This is an optimization exercise on Yosys and OpenROAD, whose aim is small area, a short achievable clock period and few clock cycles per item, not a production implementation. In this exercise RTL edits were held to simulation tests only and were not proved equivalent to the original.

File: flow/design.v
module tinker_exec_unit #(
    parameter int W     = 64,
    parameter int LIT_W = 12,
    parameter int TAG_W = 5
) (
    input  logic             clk,
    input  logic             rst_n,
    input  logic             in_valid,
    output logic             in_ready,
    input  logic [4:0]       in_opcode,
    input  logic [W-1:0]     in_a,
    input  logic [W-1:0]     in_b,
    input  logic [LIT_W-1:0] in_lit,
    input  logic [TAG_W-1:0] in_tag,
    output logic             out_valid,
    input  logic             out_ready,
    output logic [W-1:0]     out_result,
    output logic [TAG_W-1:0] out_tag,
    output logic             out_err
);
    localparam logic [4:0] OP_ADD   = 5'b11000;
    localparam logic [4:0] OP_SUB   = 5'b11010;
    localparam logic [4:0] OP_MUL   = 5'b11100;
    localparam logic [4:0] OP_DIV   = 5'b11101;
    localparam logic [4:0] OP_AND   = 5'b00000;
    localparam logic [4:0] OP_OR    = 5'b00001;
    localparam logic [4:0] OP_XOR   = 5'b00010;
    localparam logic [4:0] OP_NOT   = 5'b00011;
    localparam logic [4:0] OP_SHR   = 5'b00100;
    localparam logic [4:0] OP_SHL   = 5'b00110;
    localparam logic [4:0] OP_MOV   = 5'b10001;
    localparam logic [4:0] OP_MOVL  = 5'b10010;
    localparam logic [3:0] LUT_A    = 4'b1100;
    localparam logic [3:0] LUT_B    = 4'b1010;
    logic             s1_v;       
    logic             own_q;      
    logic             last_q;     
    logic             k_mul, k_div, k_rot;
    logic             y_use_q;    
    logic             y_inv_q;    
    logic             minv_q;     
    logic             dclz_q;     
    logic             dprep_q;    
    logic             dz_q;
    logic             rs_q;       
    logic [5:0]       bd_q;       
    logic             err1_q;
    logic [TAG_W-1:0] tag1_q;
    logic [W-1:0]     a_q, b_q;
    logic [5:0]       rot_q;      
    logic [6:0]       len_q;      
    logic [6:0]       cnt_q;      
    logic [W-1:0]     res_q;
    logic [TAG_W-1:0] otag_q;
    logic             oerr_q;
    logic             ovalid_q;
    logic       is_add, is_sub, is_mul, is_div, is_shr, is_shl, is_movl, ill_d;
    logic [3:0] lut_d;
    always_comb begin
        is_add = 1'b0; is_sub = 1'b0; is_mul = 1'b0; is_div = 1'b0;
        is_shr = 1'b0; is_shl = 1'b0; is_movl = 1'b0; ill_d = 1'b0;
        lut_d  = LUT_A;
        case (in_opcode)
            OP_ADD:  is_add = 1'b1;
            OP_SUB:  is_sub = 1'b1;
            OP_MUL:  is_mul = 1'b1;
            OP_DIV:  is_div = 1'b1;
            OP_SHR:  is_shr = 1'b1;
            OP_SHL:  is_shl = 1'b1;
            OP_AND:  lut_d = 4'b1000;
            OP_OR:   lut_d = 4'b1110;
            OP_XOR:  lut_d = 4'b0110;
            OP_NOT:  lut_d = 4'b0011;
            OP_MOV:  lut_d = LUT_A;
            OP_MOVL: begin is_movl = 1'b1; lut_d = 4'b0000; end
            default: begin ill_d = 1'b1;   lut_d = 4'b0000; end
        endcase
    end
    logic [7:0] nza, nzb;
    logic       swap;
    always_comb begin
        for (int j = 0; j < 8; j++) begin
            nza[j] = |in_a[8*j +: 8];
            nzb[j] = |in_b[8*j +: 8];
        end
        swap = 1'b0;
        for (int j = 0; j < 8; j++)
            if (nzb[j] && !(|(nza >> j))) swap = 1'b1;
    end
    logic [W-1:0] mplr;           
    logic [3:0]   a_lut;
    logic [W-1:0] a_d;
    always_comb begin
        mplr  = swap ? in_a : in_b;
        a_lut = is_mul ? (swap ? LUT_B : LUT_A) : lut_d;
        for (int i = 0; i < W; i++)
            a_d[i] = a_lut[{in_a[i], in_b[i]}];
        if (is_movl)
            a_d[LIT_W-1:0] = in_lit;
    end
    function automatic logic [5:0] booth(input logic [3:0] x, input logic xp);
        logic one0, two0, neg0, one1, two1, neg1;
        one0 = x[0] ^ xp;
        two0 = (x[1] & ~x[0] & ~xp) | (~x[1] & x[0] & xp);
        neg0 = x[1] & ~(x[0] & xp);
        one1 = x[2] ^ x[1];
        two1 = (x[3] & ~x[2] & ~x[1]) | (~x[3] & x[2] & x[1]);
        neg1 = x[3] & ~(x[2] & x[1]);
        booth = {neg1, two1, one1, neg0, two0, one0};
    endfunction
    logic b_zero, sh_big;
    assign b_zero = ~|in_b;
    assign sh_big = |in_b[W-1:6];
    logic [5:0] rot_d;
    logic [6:0] len_d;
    always_comb begin
        if (is_shl) begin
            rot_d = 6'd0 - in_b[5:0];
            len_d = sh_big ? 7'd64 : {1'b0, in_b[5:0]};
        end else begin
            rot_d = in_b[5:0];
            len_d = sh_big ? 7'd0 : 7'd64 - {1'b0, in_b[5:0]};
        end
    end
    logic [W-1:0] rot_t, rot, mask, rot_lo, rot_sel;
    always_comb begin
        rot_t = a_q;
        for (int s = 0; s < 6; s++)
            if (rot_q[s]) rot_t = {rot_t, rot_t} >> (1 << s);
        rot = rot_t;
        for (int i = 0; i < W; i++)
            mask[i] = (len_q[6] | ((i / 8) < len_q[5:3])) |
                      ((i / 8) == len_q[5:3] && (i % 8) < len_q[2:0]);
        rot_lo  = rot & mask;
        rot_sel = rot & (mask ^ {W{minv_q}});
    end
    logic [W-1:0] mul_acc, pp0, pp1, csa_s, csa_c;
    always_comb begin
        pp0 = {W{bd_q[2]}} ^ (({W{bd_q[0]}} & a_q) | ({W{bd_q[1]}} & {a_q[W-2:0], 1'b0}));
        pp1 = {W{bd_q[5]}} ^ (({W{bd_q[3]}} & {a_q[W-3:0], 2'b00}) |
                              ({W{bd_q[4]}} & {a_q[W-4:0], 3'b000}));
        mul_acc = own_q ? res_q : '0;
        csa_s = mul_acc ^ pp0 ^ pp1;
        csa_c = (mul_acc & pp0) | (mul_acc & pp1) | (pp0 & pp1);
    end
    logic [W-1:0] add_x, add_y;
    logic         add_ci;
    logic         y_sub;
    assign y_sub = y_inv_q & ~(k_div & rs_q);
    logic [W:0]   add_sum;
    always_comb begin
        if (k_mul) begin
            add_x  = csa_s;
            add_y  = {csa_c[W-2:0], bd_q[2]};
            add_ci = bd_q[5];
        end else begin
            add_x  = k_div ? {a_q[W-2:0], res_q[W-1]} : a_q;
            add_y  = (b_q & {W{y_use_q}}) ^ {W{y_sub}};
            add_ci = y_sub;
        end
    end
    assign add_sum = {1'b0, add_x} + {1'b0, add_y} + {{W{1'b0}}, add_ci};
    function automatic logic [6:0] clz64(input logic [63:0] x);
        logic [15:0] nz;
        logic [1:0]  nc [16];
        logic [3:0]  hi;
        logic        found;
        for (int j = 0; j < 16; j++) begin
            nz[j] = |x[4*j +: 4];
            nc[j] = x[4*j+3] ? 2'd0 : x[4*j+2] ? 2'd1 : x[4*j+1] ? 2'd2 : 2'd3;
        end
        hi = 4'd0;
        found = 1'b0;
        for (int j = 15; j >= 0; j--)
            if (nz[j] && !found) begin
                hi = 15 - j;
                found = 1'b1;
            end
        clz64 = (nz == 16'd0) ? 7'd64 : {1'b0, hi, nc[15 - hi]};
    endfunction
    logic [6:0] clz_a, clz_b;
    logic [7:0] dn_raw;
    logic       dn_zero;
    assign clz_a   = clz64(a_q);
    assign clz_b   = clz64(b_q);
    assign dn_raw  = {1'b0, clz_b} - {1'b0, clz_a} + 8'd1;
    assign dn_zero = dn_raw[7] | (dn_raw == 8'd0);
    logic div_neg;
    assign div_neg = a_q[W-1] ^ y_sub ^ add_sum[W];
    logic r_free, step, step_last, accept;
    assign r_free    = ~ovalid_q | out_ready;
    assign step      = s1_v & (own_q | r_free);
    assign step_last = step & last_q;
    assign in_ready  = ~s1_v | step_last;
    assign accept    = in_valid & in_ready;
    always_ff @(posedge clk or negedge rst_n) begin
        if (!rst_n) begin
            s1_v     <= 1'b0;
            own_q    <= 1'b0;
            ovalid_q <= 1'b0;
        end else begin
            if (accept)         s1_v <= 1'b1;
            else if (step_last) s1_v <= 1'b0;
            if (step)           own_q <= ~last_q;
            if (step_last)      ovalid_q <= 1'b1;
            else if (out_ready) ovalid_q <= 1'b0;
        end
    end
    always_ff @(posedge clk) begin
        if (accept) begin
            k_mul   <= is_mul;
            k_div   <= is_div;
            k_rot   <= is_shr | is_shl;
            y_use_q <= is_add | is_sub | is_div;
            y_inv_q <= is_sub | is_div;
            minv_q  <= ~is_shr;
            dclz_q  <= 1'b1;
            dprep_q <= 1'b1;
            dz_q    <= b_zero;
            err1_q  <= ill_d | (is_div & b_zero);
            tag1_q  <= in_tag;
            rot_q   <= rot_d;
            len_q   <= len_d;
            bd_q    <= booth(mplr[3:0], 1'b0);
            last_q  <= is_mul ? ~|mplr[W-1:3] : is_div ? b_zero : 1'b1;
            a_q     <= a_d;
            b_q     <= mplr;
            if (!is_mul) b_q <= in_b;
        end else if (step) begin
            if (k_mul) begin
                a_q    <= {a_q[W-5:0], 4'b0000};
                b_q    <= {4'b0000, b_q[W-1:4]};
                bd_q   <= booth(b_q[7:4], b_q[3]);
                last_q <= ~|b_q[W-1:7];
            end else if (k_div) begin
                dclz_q <= 1'b0;
                if (dclz_q) begin
                    rot_q  <= dn_raw[5:0];
                    len_q  <= 7'd64 - dn_raw[6:0];
                    cnt_q  <= dn_raw[6:0];
                    last_q <= dn_zero;
                end else if (dprep_q) begin
                    dprep_q <= 1'b0;
                    a_q     <= rot_lo;
                    rs_q    <= 1'b0;
                    last_q  <= (cnt_q == 7'd1);
                end else begin
                    cnt_q  <= cnt_q - 7'd1;
                    a_q    <= add_sum[W-1:0];
                    rs_q   <= div_neg;
                    last_q <= (cnt_q == 7'd2);
                end
            end
        end
    end
    always_ff @(posedge clk) begin
        if (step) begin
            if (k_div) begin
                if (dclz_q)       res_q <= '1;
                else if (dprep_q) res_q <= rot_sel;
                else              res_q <= {res_q[W-2:0], ~div_neg};
            end else if (k_rot)
                res_q <= rot_sel;
            else
                res_q <= add_sum[W-1:0];
        end
        if (step_last) begin
            otag_q <= tag1_q;
            oerr_q <= err1_q;
        end
    end
    assign out_valid  = ovalid_q;
    assign out_result = res_q;
    assign out_tag    = otag_q;
    assign out_err    = oerr_q;
endmodule
File: flow/run.sh
#!/bin/bash
# synth_recipe.tcl (not shown) runs the flow's synth.tcl, then flattens the netlist and writes it again
# the make line also repeats each setting of config.mk as NAME=value (left out here)
make -C /OpenROAD-flow-scripts/flow DESIGN_CONFIG=/design/flow/config.mk WORK_HOME=/design/flow/orfs CLKGATE_MAP_FILE= SYNTH_SCRIPT=/design/flow/synth_recipe.tcl finish
File: flow/constraint.sdc
create_clock -name core_clock -period 7.0 [get_ports {clk}]
set_input_delay 1.4000 -clock core_clock [delete_from_list [all_inputs] [get_ports {clk}]]
set_output_delay 1.4000 -clock core_clock [all_outputs]
set_load 0.01 [all_outputs]
File: flow/config.mk
export PLATFORM = sky130hd
export DESIGN_NAME = tinker_exec_unit
export DESIGN_NICKNAME = tinker_exec_unit
export VERILOG_FILES = /design/flow/design.v
export SDC_FILE = /design/flow/constraint.sdc
export NUM_CORES = 4
export LEC_CHECK = 0
export CAP_MARGIN = 20
export CORE_MARGIN = 2
export CORE_UTILIZATION = 40
export SETUP_SLACK_MARGIN = 1.5
export SLEW_MARGIN = 20
==> results of run 1 <==
-- area by class of cell --
type	instances	area, um2	area share
Antenna cell	7	17.5	0.000448
Timing Repair Buffer	430	4030	0.103
Inverter	78	293	0.00749
Sequential cell	243	7270	0.186
Clock inverter	20	272	0.00695
Multi-Input combinational cell	3221	25000	0.640
Tap cell	1080	1350	0.0346
Clock buffer	37	828	0.0212
-- stage by stage --
step	util	cell area [um2]	std cells
after global routing	0.468	39100	5112
after detailed placement	0.440	36700	4949
after global placement	0.439	36700	4948
final	0.468	39100	5116
after floorplan	-	33700	3934
after CTS	0.459	38300	5052
-- layout by cell type, fill, tap and decap left out, types with 66 or more instances in the layout --
master,synthesis,routed
buf_4,8,185
mux4_2,183,183
a21oi_1,247,243
o21ai_0,430,423
nor2_1,230,226
edfxtp_1,238,238
nand2_1,493,488
xnor2_1,202,200
fa_1,66,66
mux2i_1,199,199
clkdlybuf4s50_1,0,225
and2_1,77,76
a22oi_1,132,132
ha_1,90,88
xor2_1,134,130
inv_1,75,74
-- state kept, by name, indices dropped and copies added (netlist names), 5 cells and up --
signal / flops
a_q: 64
b_q: 64
res_q: 64
cnt_q: 7
len_q: 7
bd_q: 6
rot_q: 6
otag_q: 5
tag1_q: 5
-- layer usage --
layer / wire length, um / share of wire
met1: 61400 / 0.38
met2: 68800 / 0.42
met3: 24500 / 0.15
met4: 8370 / 0.051
met5: 111 / 0.00068
-- path summary, 6_finish.rpt --
path | to | slack [ns] | cells past startpoint | startpoint
max reg2reg | len_q[6]$_DFFE_PP_ | 1.47 | 21 | a_q[56]$_DFFE_PP_
min in group asynchronous | ovalid_q$_DFFE_PN0P_ | 0.96 | 1 | rst_n
max in group asynchronous | own_q$_DFFE_PN0P_ | 5.87 | 1 | rst_n
min reg2reg | otag_q[1]$_DFFE_PP_ | 0.42 | 0 | tag1_q[1]$_DFFE_PP_
min | otag_q[1]$_DFFE_PP_ | 0.42 | 0 | tag1_q[1]$_DFFE_PP_
max | a_q[3]$_DFFE_PP_ | 1.43 | 10 | in_a[38]
-- logic make-up after synthesis --
kind of cell             count (synthesis)  synth area share
AO/OA/AOI/OAI                         1132             0.205
XOR/XNOR                               336            0.0872
adder cells (fa/ha/maj)                156            0.0725
buffers and inverters                  470            0.0546
flip-flops                             243             0.215
multiplexers                           452             0.207
AND/OR/NAND/NOR                       1145             0.159
-- timing repair --
item / 4_1_cts / 5_1_grt
hold endpoints to repair: 0 / 0
pin swaps: 2 / 10
setup endpoints to repair: 35 / 48
hold buffers: 0 / 0
setup buffers: 45 / 57
cloned: 1 / 0
gates resized for setup: 16 / 58
==> reports/metrics.csv, run 1 <==
metric;value;unit
Final min period;5.57;ns
clock skew;0.0211;ns
die area;86700;um2
Crit-path slowest cell;nor4_1;
post-synthesis cell type count;95;
CTS tree;yes;
Root Buffer;clkbuf_16;
ranking of synthesized cells by area;edfxtp_1, mux4_2, o21ai_0, mux2i_1, nand2_1;
Synth top cells by count;nand2_1, o21ai_0, clkbuf_1;
die width;294;um
Rows;106;
CTS clock-pin slew for the worst setup and hold paths;0.07;ns
Initial Util;0.404;
count of pins over their slew limit;0;
Top FF cell, synth;edfxtp_1;
WL final;163000;um
CTS H-tree lvls;1;
vias;34400;
WP data required;7.51;ns
GRT Total Usage;0.365;
fillers;8108;
setup TNS;0;ns
worst relative slew slack;0.152;
Vert. Die Dim;294;um
max cap viols;0;
1st-iter DRT viols;4723;
slowest stage delay, CP;0.85;ns
Post-DRT Antenna Nets;0;
TritonCTS Sinks;243;
IO buf count;225;
share of cells above drive strength 1;0.151;
cells after synthesis;3934;
DRT Pass-1 Iters;5;
Synth Warn #;3;
Seq cells post-synth;243;
final setup fails;0;
DRC viols;0;
core footprint;83600;um2
register area share after synthesis;0.215;
Max Freq;179;MHz
crit path cell chain;clkdlybuf4s50_1, nor4_1, nand4_1, nor3_1, a31oi_4, nor2_4, nor2b_2, mux4_2, o21ai_0, a22o_1;
DR vias/cell;6.72;
busiest grt layer;met2;
asr flop ratio synth;0.0123;
critical path type;in2reg;
Ports;226;
Routed wire per std cell;31.9;um
met3 GRT Util;0.144;
area delta synth->final;15.8;%
smallest hold slack;0.418;ns
crit path capture type;flop;
top-area cell type share of the netlist area;0.212;
Mean Syn Cell Area;8.58;um2
largest area contributor in the netlist;edfxtp_1;
CTS Buffer Depth;3;
status;no timing/DRC/antenna violations;
DP HPWL;125000;um
worst skew pair latency;0.64;ns
critical path's top delay family;simple AND/OR/NAND/NOR gates;
Post-Synthesis Cell Area;33700;um2
routing usage on met2;0.538;
first-pass GRT wire length;230000;um
GP Congestion;1.05;
initial antenna violation count;10;
pre-CTS setup slack;0.857;ns
Post-synth EDFFs;238;
Synth Net Count;4244;
post-route worst setup slack;1.43;ns
Worst-Margin Slew;1.27;ns
vias in the first global route;31400;
final net count;4315;
CP bufs+invs;1;
count leader, synth;nand2_1;
fin crit share;0.796;
GR Layer Usage met1;0.475;
pin count of the biggest net entering global routing;206;
Hold Vio Cnt, Final;0;
type of the tightest min-delay check;reg2reg;
remaining global-route overflow;0;
crit start category;input port;
total CTS buffers;31;
worst-path fanout max;14;
arrival time worst endpoint;6.08;ns
RSZ-0062 raised after global routing;yes;
Testbench counts, summed over its fixed seeds: cycles 9,719, items 3,200.
==> run 2: changes to the inputs <==
--- a/flow/config.mk
+++ b/flow/config.mk
@@ -8,5 +8,5 @@
 export CAP_MARGIN = 20
 export CORE_MARGIN = 2
 export CORE_UTILIZATION = 40
-export SETUP_SLACK_MARGIN = 1.5
+export SETUP_SLACK_MARGIN = 2.5
 export SLEW_MARGIN = 20
==> run 2 against run 1 <==
Against the previous run:
- clock-buffer cell count up 1
- synthesized area unchanged
- largest cell class unchanged
- worst setup slack better by 0.46 ns
- critical endpoint is now res_q[61]$_DFFE_PP_
- sequential share of layout area down 2.0 points
- non-clock buffer count up 232
- critical path type is now reg2reg
- utilization up 5.7 points
- register-to-register slack better by 0.42 ns
==> reports/metrics.csv, run 2 <==
metric;value;unit;change
status;no timing/DRC/antenna violations;;
arrival time worst endpoint;5.43;ns;-0.65 ns
critical path type;reg2reg;;
DRC viols;0;;unchanged
RSZ-0062 raised after global routing;yes;;
post-route worst setup slack;1.89;ns;+0.463 ns
DR vias/cell;6.73;;+0.25%
vias in the first global route;33400;;+6.1%
Post-Synthesis Cell Area;33700;um2;unchanged
ranking of synthesized cells by area;edfxtp_1, mux4_2, o21ai_0, mux2i_1, nand2_1;;
total CTS buffers;34;;+9.7%
die width;294;um;unchanged
register area share after synthesis;0.215;;unchanged
asr flop ratio synth;0.0123;;unchanged
Post-DRT Antenna Nets;0;;unchanged
WL final;179000;um;+9.9%
clock skew;0.0330;ns;+0.0119 ns
DRT Pass-1 Iters;6;;+1
crit path capture type;flop;;
CTS Buffer Depth;3;;unchanged
worst relative slew slack;0.152;;-0.000267
vias;36100;;+5.0%
cells after synthesis;3934;;unchanged
first-pass GRT wire length;250000;um;+8.6%
setup TNS;0;ns;unchanged
Synth Warn #;3;;unchanged
Final min period;5.11;ns;-0.463 ns
Initial Util;0.404;;unchanged
remaining global-route overflow;0;;unchanged
worst skew pair latency;0.59;ns;-0.05 ns
Final Cell Area;43800;um2;+12%
Seq cells post-synth;243;;unchanged
dpl cell area;36900;um2;+0.61%
GRT Total Usage;0.400;;+0.0354
CTS clock-pin slew for the worst setup and hold paths;0.07;ns;about the same
Max Freq;196;MHz;+9.1%
final net count;4552;;+5.5%
top-area cell type share of the netlist area;0.212;;unchanged
initial antenna violation count;14;;+4
Rows;106;;unchanged
fin crit share;0.730;;-0.0661
post-synthesis cell type count;95;;unchanged
post-layout util;0.524;;+0.0567
CTS tree;yes;;
Post-synth EDFFs;238;;unchanged
1st-iter DRT viols;5136;;+8.7%
Hold Vio Cnt, Final;0;;unchanged
CTS H-tree lvls;2;;+1
WP data required;7.31;ns;-0.20 ns
Synth top cells by count;nand2_1, o21ai_0, clkbuf_1;;
type of the tightest min-delay check;reg2reg;;
IO buf count;225;;unchanged
max cap viols;0;;unchanged
CTS hold repair buffers;0;;unchanged
final setup fails;0;;unchanged
smallest hold slack;0.425;ns;+0.00720 ns
worst-path fanout max;5;;-9
Reg2Reg Setup Slack;1.89;ns;+0.42 ns
Worst-Margin Slew;1.27;ns;+0.000400 ns
pre-CTS setup slack;0.943;ns;+0.0861 ns
Vert. Die Dim;294;um;unchanged
pin count of the biggest net entering global routing;127;;-38%
TritonCTS Sinks;243;;unchanged
count of pins over their slew limit;0;;unchanged
biggest regs;a_q (64), b_q (64), res_q (64);;
core footprint;83600;um2;unchanged
largest area contributor in the netlist;edfxtp_1;;
Ports;226;;unchanged
GP Congestion;1.08;;+2.8%
DP HPWL;130000;um;+4.0%
most common cell after layout, fill and taps aside;nand2_1;;
count leader, synth;nand2_1;;
crit start category;flop;;
die area;86700;um2;unchanged
Routed wire per std cell;33.5;um;+5.0%
Synth Net Count;4244;;unchanged
most frequent cells in the layout;nand2_1, o21ai_0, buf_4;;
share of cells above drive strength 1;0.273;;+0.122
area delta synth->final;29.9;%;
Top FF cell, synth;edfxtp_1;;
Mean Syn Cell Area;8.58;um2;unchanged
Root Buffer;clkbuf_16;;
==> run 2: changes by cell type in the layout (fill, tap and decap cells not counted), moves of 27 or more <==
| cell | change |
|---|---|
| buf_4 | +161 |
| o21ai_0 | -48 |
| a22oi_1 | -44 |
| a22oi_2 | +44 |
| buf_6 | +44 |
| a21oi_1 | -39 |
| xnor2_1 | -33 |
| a21oi_2 | +28 |
| xnor2_2 | +28 |
| ha_1 | -27 |
==> run 2: timing repair <==
| action | 4_1_cts | 5_1_grt |
|---|---|---|
| buffers inserted | 204 | 119 |
| setup endpoints to repair | 189 | 222 |
| cloned | 8 | 1 |
| pin swaps | 158 | 150 |
| resized for setup | 396 | 181 |
==> run 2: per-stage QoR <==
step	cells
2_1_floorplan	3934
3_3_place_gp	4954
3_5_place_dp	4954
4_1_cts	5227
5_1_grt	5352
6_report	5356
==> run 2: worst paths after layout <==
path / endpoint / cells after the start / from
worst min register to register: oerr_q$_DFFE_PP_ / 0 / err1_q$_DFFE_PP_
worst max register to register: res_q[61]$_DFFE_PP_ / 21 / bd_q[0]$_DFFE_PP_
worst max-delay path: res_q[61]$_DFFE_PP_ / 21 / bd_q[0]$_DFFE_PP_
max in group asynchronous: own_q$_DFFE_PN0P_ / 1 / rst_n
min in group asynchronous: ovalid_q$_DFFE_PN0P_ / 1 / rst_n
worst min-delay path: oerr_q$_DFFE_PP_ / 0 / err1_q$_DFFE_PP_
==> run 2: worst max-delay path, cell delays in order (launching register included) <==
cell      delay, ns
edfxtp_1       0.51
buf_12         0.20
buf_8          0.13
a22oi_2        0.20
xnor2_2        0.15
fa_1           0.43
nand2_1        0.08
o21ai_1        0.06
ha_1           0.33
nand4_1        0.15
or3_4          0.37
a21oi_4        0.16
buf_6          0.12
buf_6          0.10
nor3_4         0.05
buf_6          0.13
or4_4          0.55
a21oi_4        0.31
o211ai_1       0.20
a31oi_2        0.28
mux2i_1        0.22
a21oi_1        0.09
==> run 2: routing by layer <==
layer | part of all wire | global-route usage
met1 | 0.37 | 0.510
met2 | 0.43 | 0.595
met3 | 0.14 | 0.155
met4 | 0.060 | 0.188
met5 | 0.00065 | 0
==> run 2: cells by family (layout without fill, tap and decap cells) <==
kind of cell	Yosys count	after routing	synth area share
fa+ha+maj	156	156	0.0725
flops	243	243	0.215
mux	452	452	0.207
other cells	0	9	0
simple gates	1145	1145	0.159
buf+inv	470	801	0.0546
compound gates	1132	1134	0.205
xor+xnor	336	336	0.0872
==> run 2: layout make-up <==
| cell class | count | area (um2) |
|---|---|---|
| fillers | 7763 | 39700 |
| multi-input cells | 3223 | 27400 |
| flip-flops and latches | 243 | 7270 |
| repair buffers | 662 | 6310 |
| well taps | 1080 | 1350 |
| clock buffers | 38 | 887 |
| inverters | 78 | 293 |
| clock inverters | 23 | 288 |
| diodes | 9 | 22.5 |
==> run 3: changes to the inputs <==
--- a/flow/design.v
+++ b/flow/design.v
@@ -39,7 +39,6 @@
     logic             y_use_q;    
     logic             y_inv_q;    
     logic             minv_q;     
-    logic             dclz_q;     
     logic             dprep_q;    
     logic             dz_q;
     logic             rs_q;       
@@ -111,10 +110,33 @@
     logic b_zero, sh_big;
     assign b_zero = ~|in_b;
     assign sh_big = |in_b[W-1:6];
+    function automatic logic [6:0] clz64(input logic [63:0] x);
+        logic [63:0] v;
+        logic [5:0]  c [64];
+        for (int i = 0; i < 64; i++) begin
+            v[i] = x[i];
+            c[i] = 6'd0;
+        end
+        for (int k = 0; k < 6; k++)
+            for (int i = 0; i < (32 >> k); i++) begin
+                c[i] = v[2*i+1] ? c[2*i+1] : (c[2*i] | 6'(1 << k));
+                v[i] = v[2*i+1] | v[2*i];
+            end
+        clz64 = v[0] ? {1'b0, c[0]} : 7'd64;
+    endfunction
+    logic [6:0] clz_a, clz_b;
+    logic [6:0] dn, dlen;
+    assign clz_a = clz64(in_a);
+    assign clz_b = clz64(in_b);
+    assign dn    = clz_b - clz_a + 7'd1;      
+    assign dlen  = clz_a - clz_b + 7'd63;     
     logic [5:0] rot_d;
     logic [6:0] len_d;
     always_comb begin
-        if (is_shl) begin
+        if (is_div) begin
+            rot_d = dn[5:0];
+            len_d = dlen;
+        end else if (is_shl) begin
             rot_d = 6'd0 - in_b[5:0];
             len_d = sh_big ? 7'd64 : {1'b0, in_b[5:0]};
         end else begin
@@ -159,32 +181,21 @@
             add_ci = y_sub;
         end
     end
-    assign add_sum = {1'b0, add_x} + {1'b0, add_y} + {{W{1'b0}}, add_ci};
-    function automatic logic [6:0] clz64(input logic [63:0] x);
-        logic [15:0] nz;
-        logic [1:0]  nc [16];
-        logic [3:0]  hi;
-        logic        found;
-        for (int j = 0; j < 16; j++) begin
-            nz[j] = |x[4*j +: 4];
-            nc[j] = x[4*j+3] ? 2'd0 : x[4*j+2] ? 2'd1 : x[4*j+1] ? 2'd2 : 2'd3;
-        end
-        hi = 4'd0;
-        found = 1'b0;
-        for (int j = 15; j >= 0; j--)
-            if (nz[j] && !found) begin
-                hi = 15 - j;
-                found = 1'b1;
+    always_comb begin
+        logic [W-1:0] g, p, gk, pk, cy;
+        g = add_x & add_y;
+        p = add_x ^ add_y;
+        gk = g;
+        pk = p;
+        gk[0] = g[0] | (p[0] & add_ci);
+        for (int k = 1; k < W; k = k * 2)
+            for (int i = W - 1; i >= k; i--) begin
+                gk[i] = gk[i] | (pk[i] & gk[i-k]);
+                pk[i] = pk[i] & pk[i-k];
             end
-        clz64 = (nz == 16'd0) ? 7'd64 : {1'b0, hi, nc[15 - hi]};
-    endfunction
-    logic [6:0] clz_a, clz_b;
-    logic [7:0] dn_raw;
-    logic       dn_zero;
-    assign clz_a   = clz64(a_q);
-    assign clz_b   = clz64(b_q);
-    assign dn_raw  = {1'b0, clz_b} - {1'b0, clz_a} + 8'd1;
-    assign dn_zero = dn_raw[7] | (dn_raw == 8'd0);
+        cy = {gk[W-2:0], add_ci};
+        add_sum = {gk[W-1], p ^ cy};
+    end
     logic div_neg;
     assign div_neg = a_q[W-1] ^ y_sub ^ add_sum[W];
     logic r_free, step, step_last, accept;
@@ -214,7 +225,6 @@
             y_use_q <= is_add | is_sub | is_div;
             y_inv_q <= is_sub | is_div;
             minv_q  <= ~is_shr;
-            dclz_q  <= 1'b1;
             dprep_q <= 1'b1;
             dz_q    <= b_zero;
             err1_q  <= ill_d | (is_div & b_zero);
@@ -222,7 +232,8 @@
             rot_q   <= rot_d;
             len_q   <= len_d;
             bd_q    <= booth(mplr[3:0], 1'b0);
-            last_q  <= is_mul ? ~|mplr[W-1:3] : is_div ? b_zero : 1'b1;
+            cnt_q   <= dn;
+            last_q  <= is_mul ? ~|mplr[W-1:3] : is_div ? (b_zero | dlen[6]) : 1'b1;
             a_q     <= a_d;
             b_q     <= mplr;
             if (!is_mul) b_q <= in_b;
@@ -233,13 +244,7 @@
                 bd_q   <= booth(b_q[7:4], b_q[3]);
                 last_q <= ~|b_q[W-1:7];
             end else if (k_div) begin
-                dclz_q <= 1'b0;
-                if (dclz_q) begin
-                    rot_q  <= dn_raw[5:0];
-                    len_q  <= 7'd64 - dn_raw[6:0];
-                    cnt_q  <= dn_raw[6:0];
-                    last_q <= dn_zero;
-                end else if (dprep_q) begin
+                if (dprep_q) begin
                     dprep_q <= 1'b0;
                     a_q     <= rot_lo;
                     rs_q    <= 1'b0;
@@ -256,8 +261,7 @@
     always_ff @(posedge clk) begin
         if (step) begin
             if (k_div) begin
-                if (dclz_q)       res_q <= '1;
-                else if (dprep_q) res_q <= rot_sel;
+                if (dprep_q)      res_q <= rot_sel | {W{dz_q}};
                 else              res_q <= {res_q[W-2:0], ~div_neg};
             end else if (k_rot)
                 res_q <= rot_sel;
--- a/flow/config.mk
+++ b/flow/config.mk
@@ -8,5 +8,5 @@
 export CAP_MARGIN = 20
 export CORE_MARGIN = 2
 export CORE_UTILIZATION = 40
-export SETUP_SLACK_MARGIN = 2.5
+export SETUP_SLACK_MARGIN = 2.2
 export SLEW_MARGIN = 20
==> run 3 against run 2 <==
Against the previous run:
- worst setup slack better by 0.25 ns
- sequential share of layout area grew 1.3 points
- hold slack better by 0.0019 ns
- cell area down 7.4%
- via count shrank 0.95%
- critical endpoint is now a_q[60]$_DFFE_PP_
- largest cell class unchanged
- highest routed layer unchanged
==> reports/metrics.csv, run 3 <==
metric;value;unit;change
Reg2Reg Setup Slack;2.14;ns;+0.25 ns
routing usage on met2;0.573;;-0.0221
asr flop ratio synth;0.0123;;unchanged
Hold Vio Cnt, Final;0;;unchanged
biggest regs;a_q (64), b_q (64), res_q (64);;
FF-to-FF Start;bd_q[0]$_DFFE_PP_;;
count of pins over their slew limit;0;;unchanged
1st-iter DRT viols;5140;;+0.078%
TritonCTS Sinks;243;;unchanged
status;no timing/DRC/antenna violations;;
vias;35700;;-0.95%
Ports;226;;unchanged
most common cell after layout, fill and taps aside;nand2_1;;
Initial Util;0.403;;-0.000438
Post-Synthesis Cell Area;33700;um2;-0.27%
Synth Warn #;3;;unchanged
Hold Path Origin;tag1_q[0]$_DFFE_PP_;;
crit start category;flop;;
RSZ-0062 raised after global routing;yes;;
Final Cell Area;40600;um2;-7.4%
Worst-Margin Slew;1.19;ns;-0.0828 ns
Post-DRT Antenna Nets;0;;unchanged
worst skew pair latency;0.60;ns;about the same
reg2reg path depth;19;;-9.5%
DP HPWL;123000;um;-5.3%
Max Freq;206;MHz;+5.2%
Top FF cell, synth;edfxtp_1;;
crit path capture type;flop;;
area delta synth->final;20.6;%;
worst relative slew slack;0.207;;+0.0551
IO buf count;225;;unchanged
Routed wire per std cell;32.4;um;-3.1%
Synth Net Count;4317;;+1.7%
vias in the first global route;32800;;-1.8%
Post-synth EDFFs;239;;+0.42%
CTS H-tree lvls;2;;unchanged
largest area contributor in the netlist;edfxtp_1;;
CTS Buffer Depth;3;;unchanged
final net count;4406;;-3.2%
final setup fails;0;;unchanged
worst-path fanout max;6;;+1
arrival time worst endpoint;5.16;ns;-0.27 ns
most frequent cells in the layout;nand2_1, o21ai_0, nor2_1;;
die area;86500;um2;-0.26%
die width;294;um;-0.13%
register area share after synthesis;0.216;;+0.000873
Seq cells post-synth;243;;unchanged
Synth top cells by count;nand2_1, o21ai_0, clkbuf_1;;
max cap viols;0;;unchanged
dpl cell area;36700;um2;-0.58%
CTS hold repair buffers;0;;unchanged
CTS tree;yes;;
Vert. Die Dim;294;um;-0.13%
DR vias/cell;6.87;;+2.1%
GP Congestion;1.04;;-3.6%
WL final;169000;um;-6.0%
post-layout util;0.486;;-0.0381
setup TNS;0;ns;unchanged
cells after synthesis;4000;;+1.7%
GR Layer Usage met1;0.489;;-0.0211
CTS clock-pin slew for the worst setup and hold paths;0.06;ns;about the same
DRT Pass-1 Iters;7;;+1
share of cells above drive strength 1;0.199;;-0.0739
Layout Cells excl Fill;5197;;-3.0%
first-pass GRT wire length;238000;um;-4.8%
critical path type;reg2reg;;
count leader, synth;nand2_1;;
WP data required;7.30;ns;about the same
met3 GRT Util;0.105;;-0.0496
ranking of synthesized cells by area;edfxtp_1, mux4_2, nand2_1, o21ai_0, xor2_1;;
Rows;106;;unchanged
DRC viols;0;;unchanged
Reg-to-Reg End;a_q[60]$_DFFE_PP_;;
worst hold path endpoint;otag_q[0]$_DFFE_PP_;;
pin count of the biggest net entering global routing;181;;+43%
initial antenna violation count;11;;-3
type of the tightest min-delay check;reg2reg;;
Placed Cells;5011;;+1.2%
total CTS buffers;35;;+2.9%
GRT Total Usage;0.375;;-0.0256
post-route worst setup slack;2.14;ns;+0.251 ns
hold path cells;0;;unchanged
pre-CTS setup slack;0.704;ns;-0.239 ns
Mean Syn Cell Area;8.41;um2;-1.9%
Root Buffer;clkbuf_16;;
top-area cell type share of the netlist area;0.213;;+0.00146
fin crit share;0.694;;-0.0359
smallest hold slack;0.427;ns;+0.00186 ns
post-synthesis cell type count;84;;-12%
clock skew;0.0391;ns;+0.00612 ns
remaining global-route overflow;0;;unchanged
busiest grt layer;met2;;
Final min period;4.86;ns;-0.251 ns
Setup crit start;bd_q[0]$_DFFE_PP_;;
core footprint;83400;um2;-0.16%
## run 3: changes by cell type after synthesis, sizes merged, moves of 34 or more
cell and change:
a211oi +57, and2 -56, mux2i -45, nor2 +34
nor2b +44, o21ai -75, o22ai +41, xnor2 -54
xor2 +52
## run 3: timing repair
action | 4_1_cts | 5_1_grt
pin swaps | 62 | 103
cloned | 2 | 4
setup buffers | 66 | 49
gates resized for setup | 268 | 264
endpoints found under the setup margin | 167 | 84
## run 3: worst max path at each step
stage                   endpoint  cells after the start
6_report       a_q[60]$_DFFE_PP_                     19
5_1_grt        a_q[60]$_DFFE_PP_                     19
4_1_cts        a_q[59]$_DFFE_PP_                     20
3_5_place_dp    last_q$_DFFE_PP_                     20
3_3_place_gp    last_q$_DFFE_PP_                     20
2_1_floorplan   last_q$_DFFE_PP_                     18
## run 3: layer usage
layer | vias to the layer above | share of wire
li1 | 15100 | -
met1 | 17500 | 0.38
met2 | 2607 | 0.43
met3 | 522 | 0.13
met4 | 8 | 0.063
met5 | - | 0.00027
## run 3: area by class of cell
class / instances / area, um2
antenna: 4 / 10.0
clock buffer: 45 / 935
clock inverter: 16 / 100
fill: 7873 / 42800
inverter: 89 / 339
multi-input combinational: 3278 / 26400
sequential: 243 / 7280
tap: 1080 / 1350
timing repair buffer: 442 / 4200
## run 3: logic make-up after synthesis
logic type,count (synthesis),synth area share
multiplexers,390,0.182
AO/OA/AOI/OAI,1215,0.226
XOR/XNOR,334,0.0869
adder cells (fa/ha/maj),163,0.0755
AND/OR/NAND/NOR,1175,0.159
flip-flops,243,0.216
buffers and inverters,480,0.0541
## run 3: worst max-delay path, stage by stage, from the launching register on
cell,delay [ns]
edfxtp_1,0.44
buf_6,0.18
buf_12,0.14
a22oi_2,0.22
xnor2_2,0.14
fa_1,0.42
nand2_1,0.09
o21ai_2,0.09
fa_2,0.46
a211oi_4,0.37
nor3_2,0.09
o211ai_1,0.40
nand3_2,0.24
a31oi_1,0.22
buf_4,0.19
a21oi_2,0.07
buf_6,0.16
a21oi_4,0.22
mux2i_2,0.30
o221ai_2,0.13
Testbench counts of run 3, summed over its fixed seeds: cycles 9,348, items 3,200.
==> run 4: changes to the inputs <==
--- a/flow/design.v
+++ b/flow/design.v
@@ -49,6 +49,7 @@
     logic [5:0]       rot_q;      
     logic [6:0]       len_q;      
     logic [6:0]       cnt_q;      
+    logic [6:0]       cza_q;      
     logic [W-1:0]     res_q;
     logic [TAG_W-1:0] otag_q;
     logic             oerr_q;
@@ -125,17 +126,22 @@
         clz64 = v[0] ? {1'b0, c[0]} : 7'd64;
     endfunction
     logic [6:0] clz_a, clz_b;
-    logic [6:0] dn, dlen;
-    assign clz_a = clz64(in_a);
-    assign clz_b = clz64(in_b);
-    assign dn    = clz_b - clz_a + 7'd1;      
-    assign dlen  = clz_a - clz_b + 7'd63;     
+    logic       q_zero;
+    assign clz_a  = clz64(in_a);
+    assign clz_b  = clz64(in_b);
+    logic [W-1:0] b_smear;
+    always_comb begin
+        b_smear = in_b;
+        for (int k = 1; k < W; k = k * 2)
+            b_smear = b_smear | (b_smear >> k);
+    end
+    assign q_zero = ~|(in_a & ~{1'b0, b_smear[W-1:1]});
     logic [5:0] rot_d;
     logic [6:0] len_d;
     always_comb begin
         if (is_div) begin
-            rot_d = dn[5:0];
-            len_d = dlen;
+            rot_d = 6'd0;
+            len_d = clz_b;
         end else if (is_shl) begin
             rot_d = 6'd0 - in_b[5:0];
             len_d = sh_big ? 7'd64 : {1'b0, in_b[5:0]};
@@ -144,65 +150,64 @@
             len_d = sh_big ? 7'd0 : 7'd64 - {1'b0, in_b[5:0]};
         end
     end
+    logic [6:0] dv_n, dv_len, rot_amt, len_sel;
+    assign dv_n    = len_q - cza_q + 7'd1;
+    assign dv_len  = cza_q - len_q + 7'd63;
+    assign rot_amt = k_div ? dv_n : {1'b0, rot_q};
+    assign len_sel = k_div ? dv_len : len_q;
     logic [W-1:0] rot_t, rot, mask, rot_lo, rot_sel;
     always_comb begin
         rot_t = a_q;
         for (int s = 0; s < 6; s++)
-            if (rot_q[s]) rot_t = {rot_t, rot_t} >> (1 << s);
+            if (rot_amt[s]) rot_t = {rot_t, rot_t} >> (1 << s);
         rot = rot_t;
         for (int i = 0; i < W; i++)
-            mask[i] = (len_q[6] | ((i / 8) < len_q[5:3])) |
-                      ((i / 8) == len_q[5:3] && (i % 8) < len_q[2:0]);
+            mask[i] = (len_sel[6] | ((i / 8) < len_sel[5:3])) |
+                      ((i / 8) == len_sel[5:3] && (i % 8) < len_sel[2:0]);
         rot_lo  = rot & mask;
         rot_sel = rot & (mask ^ {W{minv_q}});
     end
-    logic [W-1:0] mul_acc, pp0, pp1, csa_s, csa_c;
+    localparam int WA = W + 1;
+    function automatic logic [WA-1:0] ks_add(input logic [WA-1:0] x, input logic [WA-1:0] y,
+                                             input logic ci);
+        logic [WA-1:0] g, p, gk, pk, cy;
+        g = x & y;
+        p = x ^ y;
+        gk = g;
+        pk = p;
+        gk[0] = g[0] | (p[0] & ci);
+        for (int k = 1; k < WA; k = k * 2)
+            for (int i = WA - 1; i >= k; i--) begin
+                gk[i] = gk[i] | (pk[i] & gk[i-k]);
+                pk[i] = pk[i] & pk[i-k];
+            end
+        cy = {gk[WA-2:0], ci};
+        ks_add = p ^ cy;
+    endfunction
+    logic          y_sub;
+    logic [W-1:0]  mul_acc, pp0, pp1;
+    logic [WA-1:0] cs_p, cs_q, cs_z, csa_s, csa_c, add_sum;
+    assign y_sub = y_inv_q & ~(k_div & rs_q);
     always_comb begin
         pp0 = {W{bd_q[2]}} ^ (({W{bd_q[0]}} & a_q) | ({W{bd_q[1]}} & {a_q[W-2:0], 1'b0}));
         pp1 = {W{bd_q[5]}} ^ (({W{bd_q[3]}} & {a_q[W-3:0], 2'b00}) |
                               ({W{bd_q[4]}} & {a_q[W-4:0], 3'b000}));
-        mul_acc = own_q ? res_q : '0;
-        csa_s = mul_acc ^ pp0 ^ pp1;
-        csa_c = (mul_acc & pp0) | (mul_acc & pp1) | (pp0 & pp1);
-    end
-    logic [W-1:0] add_x, add_y;
-    logic         add_ci;
-    logic         y_sub;
-    assign y_sub = y_inv_q & ~(k_div & rs_q);
-    logic [W:0]   add_sum;
-    always_comb begin
-        if (k_mul) begin
-            add_x  = csa_s;
-            add_y  = {csa_c[W-2:0], bd_q[2]};
-            add_ci = bd_q[5];
-        end else begin
-            add_x  = k_div ? {a_q[W-2:0], res_q[W-1]} : a_q;
-            add_y  = (b_q & {W{y_use_q}}) ^ {W{y_sub}};
-            add_ci = y_sub;
-        end
-    end
-    always_comb begin
-        logic [W-1:0] g, p, gk, pk, cy;
-        g = add_x & add_y;
-        p = add_x ^ add_y;
-        gk = g;
-        pk = p;
-        gk[0] = g[0] | (p[0] & add_ci);
-        for (int k = 1; k < W; k = k * 2)
-            for (int i = W - 1; i >= k; i--) begin
-                gk[i] = gk[i] | (pk[i] & gk[i-k]);
-                pk[i] = pk[i] & pk[i-k];
-            end
-        cy = {gk[W-2:0], add_ci};
-        add_sum = {gk[W-1], p ^ cy};
+        mul_acc = (own_q & k_mul) ? res_q : '0;
+        cs_p  = {1'b0, mul_acc} | (k_div ? {a_q, res_q[W-1]} : '0) |
+                ((k_mul | k_div) ? '0 : {1'b0, a_q});
+        cs_q  = {1'b0, pp0} | (({1'b0, b_q} & {WA{y_use_q}}) ^ {WA{y_sub}});
+        cs_z  = {1'b0, pp1};
+        csa_s = cs_p ^ cs_q ^ cs_z;
+        csa_c = (cs_p & cs_q) | (cs_p & cs_z) | (cs_q & cs_z);
+        add_sum = ks_add(csa_s, {csa_c[WA-2:0], bd_q[2]}, bd_q[5] | y_sub);
     end
     logic div_neg;
-    assign div_neg = a_q[W-1] ^ y_sub ^ add_sum[W];
+    assign div_neg = add_sum[W];
     logic r_free, step, step_last, accept;
     assign r_free    = ~ovalid_q | out_ready;
     assign step      = s1_v & (own_q | r_free);
     assign step_last = step & last_q;
-    assign in_ready  = ~s1_v | step_last;
+    assign in_ready  = ~s1_v | (last_q & (own_q | ~ovalid_q)) | (last_q & out_ready);
     assign accept    = in_valid & in_ready;
     always_ff @(posedge clk or negedge rst_n) begin
         if (!rst_n) begin
@@ -231,9 +236,9 @@
             tag1_q  <= in_tag;
             rot_q   <= rot_d;
             len_q   <= len_d;
-            bd_q    <= booth(mplr[3:0], 1'b0);
-            cnt_q   <= dn;
-            last_q  <= is_mul ? ~|mplr[W-1:3] : is_div ? (b_zero | dlen[6]) : 1'b1;
+            bd_q    <= is_mul ? booth(mplr[3:0], 1'b0) : 6'd0;
+            cza_q   <= clz_a;
+            last_q  <= is_mul ? ~|mplr[W-1:3] : is_div ? (b_zero | q_zero) : 1'b1;
             a_q     <= a_d;
             b_q     <= mplr;
             if (!is_mul) b_q <= in_b;
@@ -248,7 +253,8 @@
                     dprep_q <= 1'b0;
                     a_q     <= rot_lo;
                     rs_q    <= 1'b0;
-                    last_q  <= (cnt_q == 7'd1);
+                    cnt_q   <= dv_n;
+                    last_q  <= (dv_n == 7'd1);
                 end else begin
                     cnt_q  <= cnt_q - 7'd1;
                     a_q    <= add_sum[W-1:0];
==> flow/flow/run.sh (new file) <==
#!/bin/bash
# Own layout flow: the standard ORFS flow (standard.sh, unchanged synthesis
# and steps), except that the I/O port buffers inserted before global placement
# use the smallest plain buffer cell (sky130_fd_sc_hd__buf_1) instead of the
# delay-buffer cell the flow picks by default. Every port still gets a buffer;
# the resizer later upsizes any that timing needs.
set -euo pipefail
export BUFFER_PORTS_ARGS="-buffer_cell sky130_fd_sc_hd__buf_1"
bash standard.sh > standard.log 2>&1
==> flow/standard.sh (new file) <==
#!/bin/bash
# synth_recipe.tcl (not shown) runs the flow's synth.tcl, then flattens the netlist and writes it again
# the make line also repeats each setting of config.mk as NAME=value (left out here)
make -C /OpenROAD-flow-scripts/flow DESIGN_CONFIG=/design/flow/config.mk WORK_HOME=/design/flow/orfs CLKGATE_MAP_FILE= SYNTH_SCRIPT=/design/flow/synth_recipe.tcl "${@:-finish}"
removed: flow/run.sh
==> run 4 against run 3 <==
Against the previous run:
- die area increased by 0.65%
- critical path depth decreased by 1
- highest routed layer unchanged
- critical path type unchanged
==> reports/metrics.csv, run 4 <==
metric;value;unit;change
status;no timing/DRC/antenna violations;;
fin crit share;0.707;;+0.0129
critical path type;reg2reg;;
CTS hold repair buffers;0;;unchanged
pin count of the biggest net entering global routing;148;;-18%
crit path cell chain;buf_6, buf_12, a222oi_1, inv_1, fa_1, fa_2, fa_2, a21oi_4, o21ai_2, a21oi_4, buf_4, o31ai_4, a41o_4, a31o_4, a21o_4, a221oi_4, xnor2_2, a211oi_1;;
FF-to-FF Start;k_div$_DFFE_PP_;;
Hold Path Origin;err1_q$_DFFE_PP_;;
Final min period;4.95;ns;+0.0904 ns
max cap viols;0;;unchanged
final setup fails;0;;unchanged
post-route worst setup slack;2.05;ns;-0.0904 ns
biggest regs;a_q (64), b_q (64), res_q (64);;
Vert. Die Dim;295;um;+0.32%
cells after synthesis;3989;;-0.27%
Synth Warn #;3;;unchanged
largest area contributor in the netlist;edfxtp_1;;
Seq cells post-synth;250;;+2.9%
clock skew;0.0259;ns;-0.0132 ns
DRT Pass-1 Iters;10;;+3
arrival time worst endpoint;5.23;ns;+0.07 ns
share of cells above drive strength 1;0.126;;-0.0735
TritonCTS Sinks;250;;+2.9%
Worst-Margin Slew;1.26;ns;+0.0759 ns
WL final;164000;um;-2.9%
1st-iter DRT viols;5111;;-0.56%
IO buf count;225;;unchanged
top-area cell type share of the netlist area;0.218;;+0.00481
crit path capture type;flop;;
Routed wire per std cell;31.5;um;-2.8%
Ports;226;;unchanged
die area;87000;um2;+0.65%
Top FF cell, synth;edfxtp_1;;
Max Freq;202;MHz;-1.8%
DRC viols;0;;unchanged
WP data required;7.27;ns;-0.03 ns
DP HPWL;122000;um;-0.54%
die width;295;um;+0.32%
area delta synth->final;13.3;%;
Mean Syn Cell Area;8.49;um2;+0.94%
worst relative slew slack;0.156;;-0.0508
CTS Buffer Depth;3;;unchanged
Post-Synthesis Cell Area;33900;um2;+0.66%
Root Buffer;clkbuf_16;;
CTS H-tree lvls;2;;unchanged
final net count;4351;;-1.2%
Hold Vio Cnt, Final;0;;unchanged
Initial Util;0.405;;+0.00137
type of the tightest min-delay check;reg2reg;;
critical path's top delay family;compound AO/OA/AOI/OAI gates;;
count leader, synth;mux2i_1;;
first-pass GRT wire length;231000;um;-3.0%
post-layout util;0.459;;-0.0278
asr flop ratio synth;0.0120;;-0.000346
total CTS buffers;35;;unchanged
slowest stage delay, CP;0.49;ns;+0.03 ns
vias;35200;;-1.4%
GRT Total Usage;0.362;;-0.0131
CP bufs+invs;4;;unchanged
Post-synth EDFFs;246;;+2.9%
fillers;8286;;+5.2%
Setup crit start;k_div$_DFFE_PP_;;
count of pins over their slew limit;0;;unchanged
ranking of synthesized cells by area;edfxtp_1, mux2i_1, mux4_2, xnor2_1, o21ai_0;;
CTS tree;yes;;
pre-CTS setup slack;0.880;ns;+0.176 ns
initial antenna violation count;10;;-1
most frequent cells in the layout;nand2_1, mux2i_1, nor2_1;;
most common cell after layout, fill and taps aside;nand2_1;;
register area share after synthesis;0.221;;+0.00479
Crit-path slowest cell;fa_1;;
RSZ-0062 raised after global routing;yes;;
CTS clock-pin slew for the worst setup and hold paths;0.06;ns;about the same
Synth top cells by count;mux2i_1, nand2_1, clkbuf_1;;
Synth Net Count;4306;;-0.25%
post-synthesis cell type count;97;;+15%
crit start category;flop;;
worst skew pair latency;0.58;ns;-0.02 ns
setup TNS;0;ns;unchanged
GP Congestion;1.06;;+1.6%
Rows;106;;unchanged
DR vias/cell;6.78;;-1.4%
remaining global-route overflow;0;;unchanged
worst-path fanout max;4;;-2
core footprint;83700;um2;+0.32%
vias in the first global route;32600;;-0.67%
Post-DRT Antenna Nets;0;;unchanged
run 4: cell types whose count changed after synthesis, moves of 37 or more:
cell	delta
a211oi_1	-57
a21o_1	+37
a222oi_1	+58
clkbuf_1	-37
inv_1	+110
mux2_2	-59
mux2i_1	+202
mux4_2	-61
nand2_1	-144
o21ai_0	-67
run 4: worst register-to-register path, stage by stage, from the launching register on:
cell and delay (ns):
edfxtp_1 0.40, buf_6 0.16, buf_12 0.12, a222oi_1 0.33
inv_1 0.10, fa_1 0.49, fa_2 0.38, fa_2 0.39
a21oi_4 0.20, o21ai_2 0.10, a21oi_4 0.25, buf_4 0.17
o31ai_4 0.07, a41o_4 0.32, a31o_4 0.28, a21o_4 0.26
a221oi_4 0.33, xnor2_2 0.20, a211oi_1 0.13
run 4: path summary, 6_finish.rpt:
| kind | end | slack (ns) | cells after the start |
|---|---|---|---|
| max | a_q[56]$_DFFE_PP_ | 2.05 | 18 |
| min | oerr_q$_DFFE_PP_ | 0.41 | 0 |
| min reg2reg | oerr_q$_DFFE_PP_ | 0.41 | 0 |
| min in group asynchronous | s1_v$_DFFE_PN0P_ | 0.65 | 1 |
| max reg2reg | a_q[56]$_DFFE_PP_ | 2.05 | 18 |
| max in group asynchronous | own_q$_DFFE_PN0P_ | 6.16 | 1 |
run 4: through the flow:
stage	std cells	instance area (um2)	hold WS, ns
5_1_grt	5194	38400	0.416
2_1_floorplan	3989	34000	0.400
3_3_place_gp	5056	35500	0.401
4_1_cts	5159	37400	0.411
6_report	5196	38400	0.410
3_5_place_dp	5057	35500	0.406
run 4: what timing repair did:
item / CTS / global route
gates cloned: 4 / 6
pin swaps: 27 / 34
setup buffers: 35 / 29
endpoints found under the setup margin: 98 / 100
gates resized for setup: 85 / 134
run 4: final cells by class:
| cell class | count | area [um2] | area share |
|---|---|---|---|
| antenna | 2 | 5.00 | 0.000130 |
| clock buffer | 41 | 920 | 0.0240 |
| clock inverter | 22 | 200 | 0.00522 |
| inverter | 196 | 737 | 0.0192 |
| multi-input combinational | 3176 | 25200 | 0.657 |
| sequential | 250 | 7490 | 0.195 |
| tap | 1134 | 1420 | 0.0370 |
| timing repair buffer | 375 | 2400 | 0.0626 |
run 4: kinds of logic after synthesis:
| group | count (synthesis) | synth area share |
|---|---|---|
| AO/OA/AOI/OAI | 1227 | 0.237 |
| AND/OR/NAND/NOR | 976 | 0.133 |
| buffers and inverters | 566 | 0.0661 |
| multiplexers | 474 | 0.182 |
| XOR/XNOR | 333 | 0.0861 |
| flip-flops | 250 | 0.221 |
| adder cells (fa/ha/maj) | 163 | 0.0753 |
run 4: layer usage:
metal	part of all wire	up-vias	GRT usage	wire (um)
met2	0.43	2519	0.543	70100
met1	0.39	17200	0.477	63300
met4	0.062	12	0.188	10200
li1	-	15000	-	-
met3	0.12	486	0.0965	20100
met5	0.00053	-	0	86
Testbench counts of run 4, summed over its fixed seeds: cycles 9,348, items 3,200.

-- static timing again, ports no longer ideal --
No port has a modelled driver above. Below, the same layouts with a new extraction and two added sets of constraints. Step 1, drivers: a clkbuf_16 drives clk and a buf_2 each remaining input, both assumed. Step 2 adds t to the input delays and takes it off the output delays; t is the mean of the earliest and latest rising clock arrival at the registers after step 1. Input paths then give back, and output paths get back, about the clock's delay inside the block. Slacks: ideal ports / drivers / drivers and shift; pairs: ideal ports / drivers.
run	t, ns	slack for setup (ns)	worst setup path at the end	clock arrival spread, ns	cell pins on the clock port's net
run 1	0.704	1.425 / 1.460 / 0.756	input to register	0.022 / 0.021	1
run 2	0.645	1.888 / 1.888 / 1.810	input to register	0.033 / 0.033	1
run 3	0.645	2.139 / 2.139 / 1.683	input to register	0.039 / 0.039	1
run 4	0.638	2.049 / 2.049 / 1.681	input to register	0.026 / 0.026	1
After both steps setup and hold are still met in every run listed. For run 1, which loses most, drivers alone change the setup slack by +0.035 ns; drivers and shift together by -0.669 ns.
